Source: an optimization exercise on an open RTL-to-GDS flow (aim: small area, a short achievable clock period and few clock cycles per item). Production flows keep margins and buffers that such runs may drop.
At most, simulation tests tie the RTL to the original design; equivalence was not proved.
Power is estimated from default activity; no workload was simulated.

// polygon_convexity_check
module polygon_convexity_check #(
  parameter int COORD_WIDTH = 16
) (
  input  logic                          clk,
  input  logic                          rst,
  input  logic                          vertex_valid,
  output logic                          vertex_ready,
  input  logic signed [COORD_WIDTH-1:0] vertex_x,
  input  logic signed [COORD_WIDTH-1:0] vertex_y,
  input  logic                          last_vertex,
  output logic                          result_valid,
  input  logic                          result_ready,
  output logic                          is_convex,
  output logic                          too_few
);
Size in the first run: ~3000 cells after synthesis, ~410 flip-flops, about 41 I/O pins, ~29000 um^2 of cells after synthesis.
==> flow/config.mk <==
export PLATFORM = sky130hd
export DESIGN_NAME = polygon_convexity_check
export DESIGN_NICKNAME = polygon_convexity_check
export VERILOG_FILES = /design/flow/design.v
export SDC_FILE = /design/flow/constraint.sdc
export NUM_CORES = 4
export LEC_CHECK = 0
export ABC_AREA = 1
export CAP_MARGIN = 20
export CORE_MARGIN = 2
export CORE_UTILIZATION = 40
export PLACE_DENSITY = 0.6
export SETUP_SLACK_MARGIN = 4.0
export SLEW_MARGIN = 20
==> flow/constraint.sdc <==
create_clock -name core_clock -period 7.5 [get_ports {clk}]
set_input_delay 1.5000 -clock core_clock [delete_from_list [all_inputs] [get_ports {clk}]]
set_output_delay 1.5000 -clock core_clock [all_outputs]
set_load 0.01 [all_outputs]
run.sh (not shown) runs the stock make flow with config.mk's settings and CLKGATE_MAP_FILE= SYNTH_SCRIPT=/design/flow/synth_recipe.tcl, a recipe that flattens the netlist after the stock synthesis.
Rerun with:
--- a/flow/config.mk
+++ b/flow/config.mk
@@ -13 +13 @@
-export SETUP_SLACK_MARGIN = 4.0
+export SETUP_SLACK_MARGIN = 4.3
@@ -14,0 +15 @@
+export TNS_END_PERCENT = 10
Wire length drops slightly; clock power is about the same; non-clock buffer count climbs by 15; sequential power barely changes; setup slack improved by 22 ps; global-route usage hardly moves; synthesized cell count stays the same; synthesized area stays the same; total power climbs slightly.
Function was not checked in any run of this note: the RTL went through the layout flow alone.

polygon_convexity_check, a different RTL version from the one above (not shown whole).
Size: about 2400 cells after synthesis, roughly 400 flip-flops, ~0.025 sq mm of cells after synthesis.
==> flow/config.mk <==
export PLATFORM = sky130hd
export DESIGN_NAME = polygon_convexity_check
export DESIGN_NICKNAME = polygon_convexity_check
export VERILOG_FILES = /design/flow/design.v
export SDC_FILE = /design/flow/constraint.sdc
export NUM_CORES = 4
export LEC_CHECK = 0
export ABC_AREA = 1
export CAP_MARGIN = 20
export CORE_MARGIN = 2
export CORE_UTILIZATION = 40
export CTS_CLUSTER_DIAMETER = 80
export CTS_CLUSTER_SIZE = 30
export PLACE_DENSITY = 0.6
export SETUP_SLACK_MARGIN = 4.6
export SLEW_MARGIN = 20
export TNS_END_PERCENT = 25
==> flow/constraint.sdc <==
create_clock -name core_clock -period 7.5 [get_ports {clk}]
set_input_delay 1.5000 -clock core_clock [delete_from_list [all_inputs] [get_ports {clk}]]
set_output_delay 1.5000 -clock core_clock [all_outputs]
set_load 0.01 [all_outputs]
standard.sh (not shown) runs the stock make flow with config.mk's settings and CLKGATE_MAP_FILE= SYNTH_SCRIPT=/design/flow/synth_recipe.tcl, a recipe that flattens the netlist after the stock synthesis.
==> flow/flow/run.sh <==
#!/bin/bash
# Layout flow: the standard flow (standard.sh) unchanged except for one step in
# synthesis. Before Yosys's fine-grained synthesis runs ABC, the adder trees of the RTL
# (plain XOR / majority gates) are mapped to full- and half-adder cells, so ABC cannot
# restructure them first; extracting them afterwards leaves inverters between the adder
# cells. Everything else, including the registers, is the standard synthesis.
# Placement buffers every input and output port as the standard flow does, but with a
# plain buffer cell (buf_2) instead of the delay cell buffer_ports picks by default.
set -euo pipefail
HERE=$(pwd)
FL=$HERE/flow

# synthesis script: ORFS's synth.tcl with the early adder extraction inserted
python3 - "$FLOW_HOME/scripts/synth.tcl" "$HERE/synth_fa.tcl" <<'PYEOF'
import sys
src = open(sys.argv[1]).read()
anchor = """if {
  [env_var_exists_and_non_empty SYNTH_WRAPPED_OPERATORS] ||
  [env_var_exists_and_non_empty SWAP_ARITH_OPERATORS]
} {
  source $::env(SCRIPTS_DIR)/synth_wrap_operators.tcl
} else {"""
early = """# early full-adder extraction (this flow's only change to synthesis)
opt -fast -full
memory_map
opt -full
techmap -map +/techmap.v -map $::env(FLOW_HOME)/platforms/common/lcu_kogge_stone.v
opt -fast
extract_fa {*}[dont_use_extract_fa_args]
techmap -map $::env(ADDER_MAP_FILE)
opt -fast

"""
assert src.count(anchor) == 1, "synth.tcl anchor not found"
open(sys.argv[2], "w").write(src.replace(anchor, early + anchor))
PYEOF
# The standard flow's synthesis wrapper, sourcing the script above instead of synth.tcl
sed "s|\$::env(SCRIPTS_DIR)/synth.tcl|$HERE/synth_fa.tcl|" synth_recipe.tcl > synth_recipe_fa.tcl
grep -q "synth_fa.tcl" synth_recipe_fa.tcl
# standard.sh with that synthesis wrapper, for the synth target only
sed "s|SYNTH_SCRIPT=[^ ]*|SYNTH_SCRIPT=$HERE/synth_recipe_fa.tcl|" standard.sh > standard_fa.sh
grep -q "synth_recipe_fa.tcl" standard_fa.sh

bash standard_fa.sh synth > synth.log 2>&1
export BUFFER_PORTS_ARGS="-buffer_cell sky130_fd_sc_hd__buf_2"
bash standard.sh finish > finish.log 2>&1
Testbench counts at the start, summed over its fixed seeds: cycles 59,325, items 59,266.
==> next run, changes <==
Settings changed: TNS_END_PERCENT 25 to default.
What happened:
- die area does not change
- maximum frequency is about the same
- final area came out higher by 0.85%
- worst hold slack degrades by 6.1 ps
- sequential power is about the same
- total power rises by about 0.9%
- global-route usage went up by 0.68 points
- synthesized area is unchanged
- worst setup slack stays flat
- clock skew climbs by 18 ps
- cell count came out higher by about 1.1%

afterwards: timing with drivers on the ports:
The results above use ideal ports. As a check the final layouts listed here were re-extracted and re-timed, cells and wires unchanged. Step 1: set_driving_cell puts a clkbuf_16 on clk and a buf_2 on each other input, an assumption about the parent block. Step 2, shift: input delay + t, output delay - t, t = (earliest + latest rising clock arrival at the registers) / 2. This alone moves slack from input paths to output paths. a / b / c = no drivers / after step 1 / after step 2; a / b = the first two.
run	t (ns)	slack for setup (ns)	worst setup path at the end
the first run of note 1	0.643	4.070 / 4.070 / 3.649	input to register
the second run of note 1	0.643	4.092 / 4.092 / 3.614	input to register
the first run of note 2	0.636	4.584 / 4.584 / 4.098	input to register
the second run of note 2	0.649	4.586 / 4.586 / 4.125	input to register
After both steps setup and hold are still met in every run listed. The setup slack of the first run of note 2, which loses most, moves by 0.000 ns with the drivers and by -0.486 ns with both steps.
